Background: an optimization exercise with open tools, aiming at small area. Do not read the settings as production practice. The RTL was checked by simulation tests, not by an equivalence proof against the original design. Power figures rest on the tool's default switching activity, not on a simulated workload.

### flow/run.sh
#!/bin/bash
# synth_recipe.tcl (not shown) runs the flow's synth.tcl, then flattens the netlist and writes it again
# the make line also repeats each setting of config.mk as NAME=value (left out here)
make -C /OpenROAD-flow-scripts/flow DESIGN_CONFIG=/design/flow/config.mk WORK_HOME=/design/flow/orfs CLKGATE_MAP_FILE= SYNTH_SCRIPT=/design/flow/synth_recipe.tcl finish
### flow/config.mk
export PLATFORM = sky130hd
export DESIGN_NAME = processor
export DESIGN_NICKNAME = processor
export VERILOG_FILES = /design/flow/design.v
export SDC_FILE = /design/flow/constraint.sdc
export NUM_CORES = 4
export LEC_CHECK = 0
export CAP_MARGIN = 20
export CORE_MARGIN = 2
export CORE_UTILIZATION = 40
export SETUP_SLACK_MARGIN = 0.4
export SLEW_MARGIN = 20
export SYNTH_HIERARCHICAL = 1
### flow/constraint.sdc
create_clock -name core_clock -period 10.0 [get_ports {clk}]
set_input_delay 2.0000 -clock core_clock [delete_from_list [all_inputs] [get_ports {clk}]]
set_output_delay 2.0000 -clock core_clock [all_outputs]
set_load 0.01 [all_outputs]
### flow/design.v
package mipsPkg;
	localparam int dataWidth    = 32;
	localparam int regAddrWidth = 5;
	typedef logic [dataWidth-1:0]    word_t;
	typedef logic [regAddrWidth-1:0] regAddr_t;
	typedef enum logic [5:0] {
		opRtype    = 6'b000000,
		opJ        = 6'b000010,
		opJal      = 6'b000011,
		opBeq      = 6'b000100,
		opJr       = 6'b000111,  
		opAddi     = 6'b001000,
		opSpecial2 = 6'b011111,  
		opLw       = 6'b100011,
		opSw       = 6'b101011
	} opcode_t;
	typedef enum logic [5:0] {
		fnSllv = 6'b000100,
		fnSrlv = 6'b000110,
		fnSrav = 6'b000111,
		fnQb   = 6'b010000,  
		fnAdd  = 6'b100000,
		fnSub  = 6'b100010,
		fnAnd  = 6'b100100,
		fnOr   = 6'b100101,
		fnSlt  = 6'b101010
	} funct_t;
	localparam regAddr_t linkReg    = 5'd31;  
	localparam regAddr_t shamtQbAdd = 5'd0;   
endpackage
module aoi222 (
	input  logic a1, a2, b1, b2, c1, c2,
	output logic y
);
	assign y = ~((a1 & a2) | (b1 & b2) | (c1 & c2));
endmodule
module aoi22 (
	input  logic a1, a2, b1, b2,
	output logic y
);
	assign y = ~((a1 & a2) | (b1 & b2));
endmodule
module muxInv (
	input  logic s, d0, d1,
	output logic y
);
	assign y = ~(s ? d1 : d0);
endmodule
module halfAdd (
	input  logic a, b,
	output logic g, p
);
	assign g = a & b;
	assign p = a ^ b;
endmodule
module fullAdd (
	input  logic a, b, c,
	output logic s, co
);
	assign s  = a ^ b ^ c;
	assign co = (a & b) | (c & (a ^ b));
endmodule
module xor2 (
	input  logic a, b,
	output logic y
);
	assign y = a ^ b;
endmodule
module nor2 (
	input  logic a, b,
	output logic y
);
	assign y = ~(a | b);
endmodule
module oai21 (
	input  logic a1, a2, b1,
	output logic y
);
	assign y = ~((a1 | a2) & b1);
endmodule
module controlDecoder (
	input  logic [5:0] opcode,
	input  logic [5:0] funct,
	input  logic [4:0] shamt,
	output logic       ctrl_regWrite,
	output logic       ctrl_memToReg,   
	output logic       ctrl_memWrite,   
	output logic       ctrl_regDst,     
	output logic       ctrl_aluSrc,     
	output logic       ctrl_branch,     
	output logic       ctrl_jump,       
	output logic       ctrl_link,       
	output logic       ctrl_jumpReg,    
	output logic       ctrl_sub,        
	output logic       ctrl_qb,         
	output logic       ctrl_selSum,
	output logic       ctrl_selAnd,
	output logic       ctrl_selOr,
	output logic       ctrl_selSlt,
	output logic       ctrl_selSrl,     
	output logic       ctrl_selSll,
	output logic       ctrl_sra
);
	logic isR, isQb, isAddi, isLw, isSw;
	logic fAdd, fSub, fAnd, fOr, fSlt, fSll, fSrl, fSra;
	assign isR    = opcode == mipsPkg::opRtype;
	assign isQb   = opcode == mipsPkg::opSpecial2 && funct == mipsPkg::fnQb && shamt == mipsPkg::shamtQbAdd;
	assign isAddi = opcode == mipsPkg::opAddi;
	assign isLw   = opcode == mipsPkg::opLw;
	assign isSw   = opcode == mipsPkg::opSw;
	assign fAdd = isR && funct == mipsPkg::fnAdd;
	assign fSub = isR && funct == mipsPkg::fnSub;
	assign fAnd = isR && funct == mipsPkg::fnAnd;
	assign fOr  = isR && funct == mipsPkg::fnOr;
	assign fSlt = isR && funct == mipsPkg::fnSlt;
	assign fSll = isR && funct == mipsPkg::fnSllv;
	assign fSrl = isR && funct == mipsPkg::fnSrlv;
	assign fSra = isR && funct == mipsPkg::fnSrav;
	assign ctrl_branch   = opcode == mipsPkg::opBeq;
	assign ctrl_link     = opcode == mipsPkg::opJal;
	assign ctrl_jump     = opcode == mipsPkg::opJ || ctrl_link;
	assign ctrl_jumpReg  = opcode == mipsPkg::opJr;
	assign ctrl_memToReg = isLw;
	assign ctrl_memWrite = isSw;
	assign ctrl_aluSrc   = isAddi || isLw || isSw;
	assign ctrl_regDst   = isR || isQb;
	assign ctrl_sub    = fSub || fSlt || ctrl_branch;
	assign ctrl_qb     = isQb;
	assign ctrl_selSum = fAdd || fSub || isQb || ctrl_aluSrc || ctrl_branch;
	assign ctrl_selAnd = fAnd;
	assign ctrl_selOr  = fOr;
	assign ctrl_selSlt = fSlt;
	assign ctrl_selSrl = fSrl || fSra;
	assign ctrl_selSll = fSll;
	assign ctrl_sra    = fSra;
	assign ctrl_regWrite = fAdd || fSub || fAnd || fOr || fSlt || fSll || fSrl || fSra
		|| isQb || isAddi || isLw || ctrl_link;
endmodule
module alu (
	input  logic           sub,
	input  logic           qb,
	input  logic           selSum,
	input  logic           selAnd,
	input  logic           selOr,
	input  logic           selSlt,
	input  logic           selSrl,
	input  logic           selSll,
	input  logic           sra,
	input  mipsPkg::word_t srcA,
	input  mipsPkg::word_t srcB,     
	input  mipsPkg::word_t srcT,     
	output mipsPkg::word_t result,
	output logic           zero      
);
	mipsPkg::word_t sum, g, p, sh;
	logic cout, selG;
	logic [31:0] t0, t1;
	aluAdder u_adder (.a(srcA), .b(srcB), .cin(sub), .qb(qb),
		.sum(sum), .g(g), .p(p), .cout(cout));
	assign zero = ~|sum;
	aluShifter u_shifter (.left(selSll), .arith(sra), .amount(srcA[4:0]), .d(srcT), .y(sh));
	assign selG = selAnd | selOr;
	for (genvar i = 0; i < 32; i++) begin : g_res
		aoi222 u_t0 (.a1(selSum), .a2(sum[i]), .b1(selG), .b2(g[i]), .c1(selOr), .c2(p[i]), .y(t0[i]));
		if (i == 0) begin : g_lsb
			aoi222 u_t1 (.a1(selSrl), .a2(sh[i]), .b1(selSll), .b2(sh[31-i]), .c1(selSlt), .c2(~cout),
				.y(t1[i]));
		end else begin : g_msb
			aoi22 u_t1 (.a1(selSrl), .a2(sh[i]), .b1(selSll), .b2(sh[31-i]), .y(t1[i]));
		end
		assign result[i] = ~(t0[i] & t1[i]);
	end
endmodule
module aluAdder (
	input  mipsPkg::word_t a,
	input  mipsPkg::word_t b,
	input  logic           cin,
	input  logic           qb,
	output mipsPkg::word_t sum,
	output mipsPkg::word_t g,
	output mipsPkg::word_t p,
	output logic           cout
);
	logic [8:0] bc;    
	logic [7:0] bg, bp;
	for (genvar i = 0; i < 32; i++) begin : g_ha
		halfAdd u_ha (.a(a[i]), .b(b[i]), .g(g[i]), .p(p[i]));
	end
	assign bc[0] = cin;
	for (genvar k = 0; k < 8; k++) begin : g_blk
		claBlock4 u_blk (.g(g[4*k +: 4]), .p(p[4*k +: 4]), .cin(bc[k]),
			.sum(sum[4*k +: 4]), .bg(bg[k]), .bp(bp[k]));
		if (k == 1 || k == 3 || k == 5) begin : g_lane
			assign bc[k+1] = ~qb & (bg[k] | (bp[k] & bc[k]));
		end else begin : g_plain
			assign bc[k+1] = bg[k] | (bp[k] & bc[k]);
		end
	end
	assign cout = bc[8];
endmodule
module claBlock4 (
	input  logic [3:0] g,
	input  logic [3:0] p,
	input  logic       cin,
	output logic [3:0] sum,
	output logic       bg,
	output logic       bp
);
	logic [3:0] c;
	assign c[0] = cin;
	assign c[1] = g[0] | (p[0] & c[0]);
	assign c[2] = g[1] | (p[1] & c[1]);
	assign c[3] = g[2] | (p[2] & c[2]);
	assign sum = p ^ c;
	assign bg = g[3] | (p[3] & (g[2] | (p[2] & (g[1] | (p[1] & g[0])))));
	assign bp = &p;
endmodule
module aluShifter (
	input  logic       left,
	input  logic       arith,
	input  logic [4:0] amount,
	input  mipsPkg::word_t d,
	output mipsPkg::word_t y
);
	logic [5:0][31:0] st;
	logic fill, fillN;
	assign fill  = arith & d[31];
	assign fillN = ~fill;
	for (genvar i = 0; i < 32; i++) begin : g_in
		muxInv u_m (.s(left), .d0(d[i]), .d1(d[31-i]), .y(st[0][i]));   
	end
	for (genvar s = 0; s < 5; s++) begin : g_stage
		for (genvar i = 0; i < 32; i++) begin : g_bit
			if (i + (1 << s) < 32) begin : g_mid
				muxInv u_m (.s(amount[s]), .d0(st[s][i]), .d1(st[s][i + (1 << s)]), .y(st[s+1][i]));
			end else begin : g_top
				muxInv u_m (.s(amount[s]), .d0(st[s][i]), .d1((s % 2 == 0) ? fillN : fill),
					.y(st[s+1][i]));
			end
		end
	end
	assign y = st[5];
endmodule
module registerFile #(
	parameter mipsPkg::word_t stackInit = 32'h0000_4000
) (
	input  logic              clk,
	input  logic              reset,
	input  mipsPkg::regAddr_t readAddr1,
	input  mipsPkg::regAddr_t readAddr2,
	input  mipsPkg::regAddr_t writeAddr,
	input  logic              writeEnable,
	input  mipsPkg::word_t    writeData,    
	output mipsPkg::word_t    readData1,
	output mipsPkg::word_t    readData2
);
	localparam int stackReg = 29;
	logic [31:1][31:0] regs;
	logic [31:1]       wen, sel1, sel2;
	mipsPkg::word_t    stackData;
	assign stackData = writeData | ({32{reset}} & stackInit);
	writeDecode u_wdec (.addr(writeAddr), .en(writeEnable), .reset(reset), .sel(wen));
	readDecode u_rdec1 (.addr(readAddr1), .sel(sel1));
	readDecode u_rdec2 (.addr(readAddr2), .sel(sel2));
	for (genvar i = 1; i < 32; i++) begin : g_reg
		always_ff @(posedge clk) begin
			if (wen[i]) regs[i] <= (i == stackReg) ? stackData : writeData;
		end
	end
	for (genvar b = 0; b < 32; b++) begin : g_bit
		logic [31:1] d;
		for (genvar i = 1; i < 32; i++) begin : g_d
			assign d[i] = regs[i][b];
		end
		readMux31 u_rd1 (.sel(sel1), .d(d), .y(readData1[b]));
		readMux31 u_rd2 (.sel(sel2), .d(d), .y(readData2[b]));
	end
endmodule
module writeDecode (
	input  logic [4:0]  addr,
	input  logic        en,
	input  logic        reset,
	output logic [31:1] sel
);
	logic [3:0] hiN;
	logic [7:0] loN;
	logic       resetN;
	assign resetN = ~reset;
	for (genvar j = 0; j < 4; j++) begin : g_hi
		assign hiN[j] = ~(en & (addr[4:3] == j));
	end
	for (genvar k = 0; k < 8; k++) begin : g_lo
		assign loN[k] = ~(addr[2:0] == k);
	end
	for (genvar i = 1; i < 32; i++) begin : g_sel
		oai21 u_g (.a1(hiN[i/8]), .a2(loN[i%8]), .b1(resetN), .y(sel[i]));
	end
endmodule
module readDecode (
	input  logic [4:0]  addr,
	output logic [31:1] sel
);
	logic [3:0] hiN;
	logic [7:0] loN;
	for (genvar j = 0; j < 4; j++) begin : g_hi
		assign hiN[j] = ~(addr[4:3] == j);
	end
	for (genvar k = 0; k < 8; k++) begin : g_lo
		assign loN[k] = ~(addr[2:0] == k);
	end
	for (genvar i = 1; i < 32; i++) begin : g_sel
		nor2 u_g (.a(hiN[i/8]), .b(loN[i%8]), .y(sel[i]));
	end
endmodule
module readMux31 (
	input  logic [31:1] sel,
	input  logic [31:1] d,
	output logic        y
);
	logic [10:0] t;
	for (genvar k = 0; k < 10; k++) begin : g_aoi
		aoi222 u_aoi (
			.a1(sel[3*k+1]), .a2(d[3*k+1]),
			.b1(sel[3*k+2]), .b2(d[3*k+2]),
			.c1(sel[3*k+3]), .c2(d[3*k+3]),
			.y(t[k])
		);
	end
	assign t[10] = ~(sel[31] & d[31]);
	assign y = ~&t;
endmodule
module fetchUnit #(
	parameter mipsPkg::word_t resetPc = '0
) (
	input  logic           clk,
	input  logic           reset,
	input  logic           branch,        
	input  logic           equal,         
	input  logic           jump,
	input  logic           jumpReg,
	input  logic [15:0]    branchOffset,
	input  logic [25:0]    jumpIndex,
	input  mipsPkg::word_t jumpRegTarget,
	output mipsPkg::word_t pc,
	output mipsPkg::word_t pcPlus4
);
	logic [29:0] incC;        
	logic [16:0] bc;          
	logic [15:0] bLo;
	logic [13:0] bHi, allOne, allZero;
	logic        up, down;
	mipsPkg::word_t branchTarget, jumpTarget, nextPc;
	logic        sReg, sJmp, sBr, sSeq;
	logic [31:0] t0, t1;
	assign incC[0] = 1'b1;
	for (genvar i = 0; i < 30; i++) begin : g_inc
		if (i < 29) begin : g_c
			halfAdd u_ha (.a(pc[i+2]), .b(incC[i]), .g(incC[i+1]), .p(pcPlus4[i+2]));
		end else begin : g_top
			xor2 u_x (.a(pc[i+2]), .b(incC[i]), .y(pcPlus4[i+2]));
		end
	end
	assign pcPlus4[1:0] = pc[1:0];
	assign bc[0] = 1'b1;
	for (genvar i = 0; i < 16; i++) begin : g_blo
		fullAdd u_fa (.a(pc[i+2]), .b(branchOffset[i]), .c(bc[i]), .s(bLo[i]), .co(bc[i+1]));
	end
	assign up   = bc[16] & ~branchOffset[15];
	assign down = ~bc[16] & branchOffset[15];
	assign allOne[0]  = 1'b1;
	assign allZero[0] = 1'b1;
	for (genvar i = 1; i < 14; i++) begin : g_pre
		assign allOne[i]  = allOne[i-1] & pc[i+17];
		assign allZero[i] = allZero[i-1] & ~pc[i+17];
	end
	for (genvar i = 0; i < 14; i++) begin : g_bhi
		logic flip;
		assign flip = (up & allOne[i]) | (down & allZero[i]);
		assign bHi[i] = pc[i+18] ^ flip;
	end
	assign branchTarget = {bHi, bLo, pc[1:0]};
	assign jumpTarget   = {pcPlus4[31:28], jumpIndex, 2'b00};
	assign sReg = ~reset & jumpReg;
	assign sJmp = ~reset & jump;
	assign sBr  = ~reset & branch & equal;
	assign sSeq = ~reset & ~jumpReg & ~jump & ~(branch & equal);
	for (genvar i = 0; i < 32; i++) begin : g_next
		aoi222 u_t0 (.a1(sReg), .a2(jumpRegTarget[i]), .b1(sJmp), .b2(jumpTarget[i]),
			.c1(sBr), .c2(branchTarget[i]), .y(t0[i]));
		assign t1[i] = ~(sSeq & pcPlus4[i]);
		assign nextPc[i] = ~(t0[i] & t1[i]);
	end
	always_ff @(posedge clk) begin
		pc <= nextPc | ({32{reset}} & resetPc);
	end
endmodule
module dataPath #(
	parameter mipsPkg::word_t resetPc   = '0,
	parameter mipsPkg::word_t stackInit = 32'h0000_4000
) (
	input  logic           clk,
	input  logic           reset,
	input  mipsPkg::word_t instruction,
	input  mipsPkg::word_t memReadData,
	input  logic           ctrl_regWrite,
	input  logic           ctrl_memToReg,
	input  logic           ctrl_regDst,
	input  logic           ctrl_aluSrc,
	input  logic           ctrl_branch,
	input  logic           ctrl_jump,
	input  logic           ctrl_link,
	input  logic           ctrl_jumpReg,
	input  logic           ctrl_sub,
	input  logic           ctrl_qb,
	input  logic           ctrl_selSum,
	input  logic           ctrl_selAnd,
	input  logic           ctrl_selOr,
	input  logic           ctrl_selSlt,
	input  logic           ctrl_selSrl,
	input  logic           ctrl_selSll,
	input  logic           ctrl_sra,
	output mipsPkg::word_t pc,
	output mipsPkg::word_t memAddr,
	output mipsPkg::word_t memWriteData
);
	mipsPkg::regAddr_t rs, rt, rd;
	mipsPkg::regAddr_t writeAddr;
	mipsPkg::word_t    signExtImm;
	mipsPkg::word_t    readData1, readData2;
	mipsPkg::word_t    aluSrcB, aluResult;
	mipsPkg::word_t    writeData;
	mipsPkg::word_t    pcPlus4;
	logic              aluZero;
	logic              selLink, selMem, selAlu;
	assign rs         = instruction[25:21];
	assign rt         = instruction[20:16];
	assign rd         = instruction[15:11];
	assign signExtImm = {{(mipsPkg::dataWidth-16){instruction[15]}}, instruction[15:0]};
	assign writeAddr = ctrl_link ? mipsPkg::linkReg : (ctrl_regDst ? rd : rt);
	assign selLink = ~reset & ctrl_link;
	assign selMem  = ~reset & ctrl_memToReg;
	assign selAlu  = ~reset & ~ctrl_link & ~ctrl_memToReg;
	for (genvar i = 0; i < 32; i++) begin : g_bit
		logic wdN;
		assign aluSrcB[i] = ctrl_aluSrc ? signExtImm[i] : (readData2[i] ^ ctrl_sub);
		aoi222 u_wd (.a1(selLink), .a2(pcPlus4[i]), .b1(selMem), .b2(memReadData[i]),
			.c1(selAlu), .c2(aluResult[i]), .y(wdN));
		assign writeData[i] = ~wdN;
	end
	assign memAddr      = aluResult;
	assign memWriteData = readData2;
	registerFile #(.stackInit(stackInit)) u_registerFile (
		.clk(clk), .reset(reset),
		.readAddr1(rs), .readAddr2(rt), .writeAddr(writeAddr),
		.writeEnable(ctrl_regWrite), .writeData(writeData),
		.readData1(readData1), .readData2(readData2)
	);
	alu u_alu (
		.sub(ctrl_sub), .qb(ctrl_qb), .selSum(ctrl_selSum), .selAnd(ctrl_selAnd),
		.selOr(ctrl_selOr), .selSlt(ctrl_selSlt), .selSrl(ctrl_selSrl), .selSll(ctrl_selSll),
		.sra(ctrl_sra), .srcA(readData1), .srcB(aluSrcB), .srcT(readData2),
		.result(aluResult), .zero(aluZero)
	);
	fetchUnit #(.resetPc(resetPc)) u_fetchUnit (
		.clk(clk), .reset(reset),
		.branch(ctrl_branch), .equal(aluZero), .jump(ctrl_jump), .jumpReg(ctrl_jumpReg),
		.branchOffset(instruction[15:0]), .jumpIndex(instruction[25:0]),
		.jumpRegTarget(readData1),  
		.pc(pc), .pcPlus4(pcPlus4)
	);
endmodule
module processor #(
	parameter mipsPkg::word_t resetPc   = '0,
	parameter mipsPkg::word_t stackInit = 32'h0000_4000
) (
	input  logic           clk,
	input  logic           reset,
	output mipsPkg::word_t pc,
	input  mipsPkg::word_t instruction,
	output logic           memWrite,
	output mipsPkg::word_t memAddr,
	output mipsPkg::word_t memWriteData,
	input  mipsPkg::word_t memReadData
);
	logic ctrl_regWrite, ctrl_memToReg, ctrl_memWrite, ctrl_regDst, ctrl_aluSrc;
	logic ctrl_branch, ctrl_jump, ctrl_link, ctrl_jumpReg, ctrl_sub, ctrl_qb;
	logic ctrl_selSum, ctrl_selAnd, ctrl_selOr, ctrl_selSlt, ctrl_selSrl, ctrl_selSll, ctrl_sra;
	controlDecoder u_controlDecoder (
		.opcode(instruction[31:26]), .funct(instruction[5:0]), .shamt(instruction[10:6]),
		.ctrl_regWrite(ctrl_regWrite), .ctrl_memToReg(ctrl_memToReg),
		.ctrl_memWrite(ctrl_memWrite), .ctrl_regDst(ctrl_regDst), .ctrl_aluSrc(ctrl_aluSrc),
		.ctrl_branch(ctrl_branch), .ctrl_jump(ctrl_jump), .ctrl_link(ctrl_link),
		.ctrl_jumpReg(ctrl_jumpReg), .ctrl_sub(ctrl_sub), .ctrl_qb(ctrl_qb),
		.ctrl_selSum(ctrl_selSum), .ctrl_selAnd(ctrl_selAnd), .ctrl_selOr(ctrl_selOr),
		.ctrl_selSlt(ctrl_selSlt), .ctrl_selSrl(ctrl_selSrl), .ctrl_selSll(ctrl_selSll),
		.ctrl_sra(ctrl_sra)
	);
	dataPath #(.resetPc(resetPc), .stackInit(stackInit)) u_dataPath (
		.clk(clk), .reset(reset),
		.instruction(instruction), .memReadData(memReadData),
		.ctrl_regWrite(ctrl_regWrite), .ctrl_memToReg(ctrl_memToReg),
		.ctrl_regDst(ctrl_regDst), .ctrl_aluSrc(ctrl_aluSrc), .ctrl_branch(ctrl_branch),
		.ctrl_jump(ctrl_jump), .ctrl_link(ctrl_link), .ctrl_jumpReg(ctrl_jumpReg),
		.ctrl_sub(ctrl_sub), .ctrl_qb(ctrl_qb), .ctrl_selSum(ctrl_selSum),
		.ctrl_selAnd(ctrl_selAnd), .ctrl_selOr(ctrl_selOr), .ctrl_selSlt(ctrl_selSlt),
		.ctrl_selSrl(ctrl_selSrl), .ctrl_selSll(ctrl_selSll), .ctrl_sra(ctrl_sra),
		.pc(pc), .memAddr(memAddr), .memWriteData(memWriteData)
	);
	assign memWrite = ctrl_memWrite;
endmodule
==> notes.md <==
placed cells by master, fill, tap and decap left out, drive strengths merged, types with 8 or more instances in the layout:
cell type / count
mux2i: 194
clkinv: 61
buf: 740
inv: 40
nand3: 10
a21oi: 21
a22oi: 33
nor2: 103
fa: 16
or2: 22
edfxtp: 992
nand2: 196
clkdlybuf4s50: 136
clkbuf: 121
dfxtp: 32
ha: 87
a222oi: 737
nor4: 15
nand4: 134
xnor2: 37
nand3b: 12
o21ai: 54
a2111o: 64
mux2: 17
and4: 8
nor3: 9
bufinv: 13
nor2b: 10
or3b: 10
xor2: 18
per-module statistics from Yosys (local to each module, per instance), a selection:
module	area (sq um)	flops+latches	cells
controlDecoder	326.6	0	48
alu	202.7	0	45
aluAdder	128.9	0	18
claBlock4	90.09	0	12
readMux31	27.53	0	4
fullAdd	20.02	0	1
halfAdd	12.51	0	1
aoi22	12.51	0	1
sequential cells by signal, summed over array words and instances (netlist names):
register,cells
u_dataPath.u_fetchUnit.pc,32
u_dataPath.u_registerFile.regs,992
area by class of cell:
cell class                 instances  area, sq um
multi-input combinational       1862        17510
inverter                          39        146.4
tap                             1524         1907
sequential                      1024        30430
clock inverter                    82        862.1
clock buffer                     118         2740
fill                            9381        54340
antenna                            3        7.507
timing repair buffer             890         8260
power by group:
group	internal, mW	leakage, nW	total [mW]	switching, mW
Combinational	0.755	10.9	1.83	1.07
Sequential	4.94	10.5	5.06	0.120
Clock	2.32	1.74	4.11	1.78
Total	8.02	23.1	11.0	2.98
Yosys cell counts, types with 3 or more instances:
cell / instances
buf_4: 37
o21ai_1: 39
nor4b_1: 5
o21ai_0: 15
or2_1: 19
nand4_1: 134
xor2_1: 18
edfxtp_1: 992
xnor2_1: 37
a2111o_1: 64
nor2_1: 90
nand3_1: 10
a222oi_1: 737
nand3b_1: 12
ha_1: 87
and2_1: 3
or2_2: 3
a21oi_1: 21
and4_1: 8
a22oi_2: 32
or3b_1: 10
mux2i_1: 194
a211o_1: 5
a32oi_1: 3
inv_1: 39
fa_1: 16
nand2_1: 196
dfxtp_1: 32
or3_1: 3
nor4_1: 12
a21o_1: 5
mux2_2: 17
clkbuf_1: 9
nand2b_1: 6
nor3_1: 8
nor2b_1: 10
repair_timing:
action | in CTS | in global routing
endpoints found under the hold margin | 0 | 0
endpoints found under the setup margin | 34 | 34
setup buffers | 62 | 35
pin swaps | 138 | 154
cloned | 15 | 1
gates resized for setup | 117 | 121
worst min path at each step:
stage | startpoint | endpoint | slack, ps | depth (start not counted)
after floorplan | u_dataPath.u_fetchUnit.pc[0] | u_dataPath.u_fetchUnit.pc[0] | 450 | 2
after global placement | u_dataPath.u_fetchUnit.pc[1] | u_dataPath.u_fetchUnit.pc[1] | 460 | 2
after detailed placement | u_dataPath.u_fetchUnit.pc[1] | u_dataPath.u_fetchUnit.pc[1] | 470 | 2
after CTS | u_dataPath.u_fetchUnit.pc[1] | u_dataPath.u_fetchUnit.pc[1] | 480 | 2
after global routing | u_dataPath.u_fetchUnit.pc[1] | u_dataPath.u_fetchUnit.pc[1] | 510 | 2
final | u_dataPath.u_fetchUnit.pc[1] | u_dataPath.u_fetchUnit.pc[1] | 480 | 2
per-layer routing:
metal	vias up	track usage, %
met5	-	0.3201
met4	10	16.86
met3	597	11.43
met2	3375	48.80
met1	19939	41.57
li1	15959	-
through the flow:
step / cells / util [%] / total power, mW / setup TNS, ps / worst slack (ps)
final: 5542 / 53.24 / 10.99 / 0 / 275.6
after detailed placement: 5223 / 48.48 / 6.748 / -7672 / -508.8
after CTS: 5500 / 52.52 / 10.86 / 0 / 327.8
after floorplan: 2965 / - / 5.919 / 0 / 416.9
after global placement: 5223 / 48.47 / 6.729 / -6066 / -461.1
after global routing: 5539 / 53.23 / 11.24 / 0 / 158.2
cells by family (layout without fill, tap and decap cells):
family | Yosys count | count (layout) | share of synthesized area [%]
flip-flops | 1024 | 1024 | 64.89
AO/OA/AOI/OAI | 934 | 934 | 19.40
AND/OR/NAND/NOR | 542 | 555 | 5.969
multiplexers | 211 | 211 | 4.549
adder cells (fa/ha/maj) | 103 | 103 | 3.004
buffers and inverters | 92 | 1129 | 1.142
XOR/XNOR | 55 | 55 | 1.027
other | 2 | 7 | 0.01601
worst max-delay path, cell delays in order:
cell and delay (ps):
clkdlybuf4s50_1 390, buf_4 190, buf_6 150, nand2_8 90, buf_12 150, nor2_4 90, buf_12 150, buf_4 130
a222oi_1 610, nand4_1 340, a2111o_1 450, ha_4 280, and4_1 200, a21oi_2 220, o22ai_1 110, a21o_1 230
a21o_1 200, ha_2 160, or2_1 230, ha_2 170, or2_4 250, ha_4 160, nor2_4 90, xnor2_2 80
a222oi_1 310, nand2_1 120, buf_2 150
==> notes.md <==
* NumNets Final at 4093
* Worst Setup EP: memAddr[31]
* Die W at 346.4 um
* Metal3 WL at 30660 um
* Fin area at 0.06187 sq mm
* P_leak at 23.10 nW
* Ys flop type: edfxtp_1
* Crit Path Class: in -> out
* Reg2reg end: u_dataPath.u_fetchUnit.pc[27]
* Met1 WL at 73120 um
* Largest net degree at the start of global routing at 34
* Post-detail-place hpwl at 137100 um
* Final Cycle Share at 97.24%
* Min Hold Slack at 479.6 ps
* Worst path required time at 8000 ps
* Post-synthesis sequential area ratio at 64.89%
* Asr flop ratio synth at 0%
* Share of layout cells above drive strength 1 at 29.61%
* Maximum buffer depth of the clock tree at 3
* Cell variety after synth at 62
* P&R area growth vs syn at 31.93%
* Relative slew slack at 22.47%
* Power Dens Cells at 177.7 mW/mm^2
* First drt pass iteration count at 15
* Ranking of synthesized cells by area: edfxtp_1, a222oi_1, mux2i_1
* Die Y at 346.4 um
* Vias/cell at 7.196
* I/O pin count at 163
* First-pass GRT wire length at 280000 um
* Max Fclk at 0.1028 GHz
* Synth Register Bits at 1024
* Final ANT Viol Nets at 0
* Pins Over Slew Limit at 0
* Avg WL per Cell at 36.87 um
* Yosys warns at 8
* Highest metal used: met5
* Initial antenna violation count at 8
* Total number of vias at 39.88k
* Max-cap viol count at 0
* R2r startpoint: u_dataPath.u_fetchUnit.pc[2]
* Reg-to-reg slack, setup at 1890 ps
* Final setup fails at 0
* Least-Margin Pin Slew at 1159 ps
* Syn avg cell area at 15.83 sq um
* Met2 WL at 88570 um
* Starting DRT DRC Count at 9882
* Endpoints failing hold at 0
* Vias in the first global route at 37.81k
* Synth area leader: edfxtp_1
* Reg clk slew, reported paths at 60 ps
* DRC errors left at 0
* Buffers on Ports at 162
* Status: timing/DRC/antenna clean
* Hold WC Path Type: reg -> reg
* Synth Cell Area at 0.04689 sq mm
* Worst setup EP type: primary output
* Initial Util at 40.35%
* Detailed Route WL at 204300 um
* # rows at 125
* Post-synth EDFFs at 992
* Critical Path Start: instruction[25]
* Critical Path AT at 7720 ps
* RD Place Congestion at 0.9741
* Core Box Area at 0.1162 sq mm
* Crit path launch type: primary input
* Clk root buf: clkbuf_16
* R2r worst-path depth at 25
* Placed Instance Area at 0.05634 sq mm
* Post-Synthesis Cells at 2963
* Clock skew at 47.51 ps
* Clock latency on the worst-skew pair at 740 ps
* Overall routing resource usage at 32.57%
* CTS Hold Bufs at 0
* Die ar. at 0.1200 sq mm
* GRT overflow at 0
* Min Tclk post-route at 9724 ps
* Post-synth top area share at 63.52%
* CP max FO at 6
* Num CTS Buffers at 107
* RSZ-0062 raised after global routing: true
* CTS tree: yes
* CTS H-tree lvls at 3
* Max IR drop VDD at 0.0001383 V
* Clk sinks at 1024

-- static timing again, ports no longer ideal --
The results above use ideal ports. As a check the final layout listed here was re-extracted and re-timed, cells and wires unchanged. Step 1, drivers: a clkbuf_16 drives clk and a buf_2 each remaining input, both assumed. Step 2, shift: input delay + t, output delay - t, t = (earliest + latest rising clock arrival at the registers) / 2. This alone moves slack from input paths to output paths. a / b / c = ideal ports / drivers / drivers and shift; a / b = the first two.
shift t [ns]: 0.784
setup WS [ns]: 0.276 / 0.198 / -0.044
worst setup path after step 2: input to register
slew at the worst register clock pin (ns): 0.07 / 0.07
worst slew at a driven data input, ns: 0.14
With both steps, setup timing fails in this run, where it was met with ideal ports. The setup slack of this run moves by -0.078 ns with the drivers and by -0.320 ns with both steps.
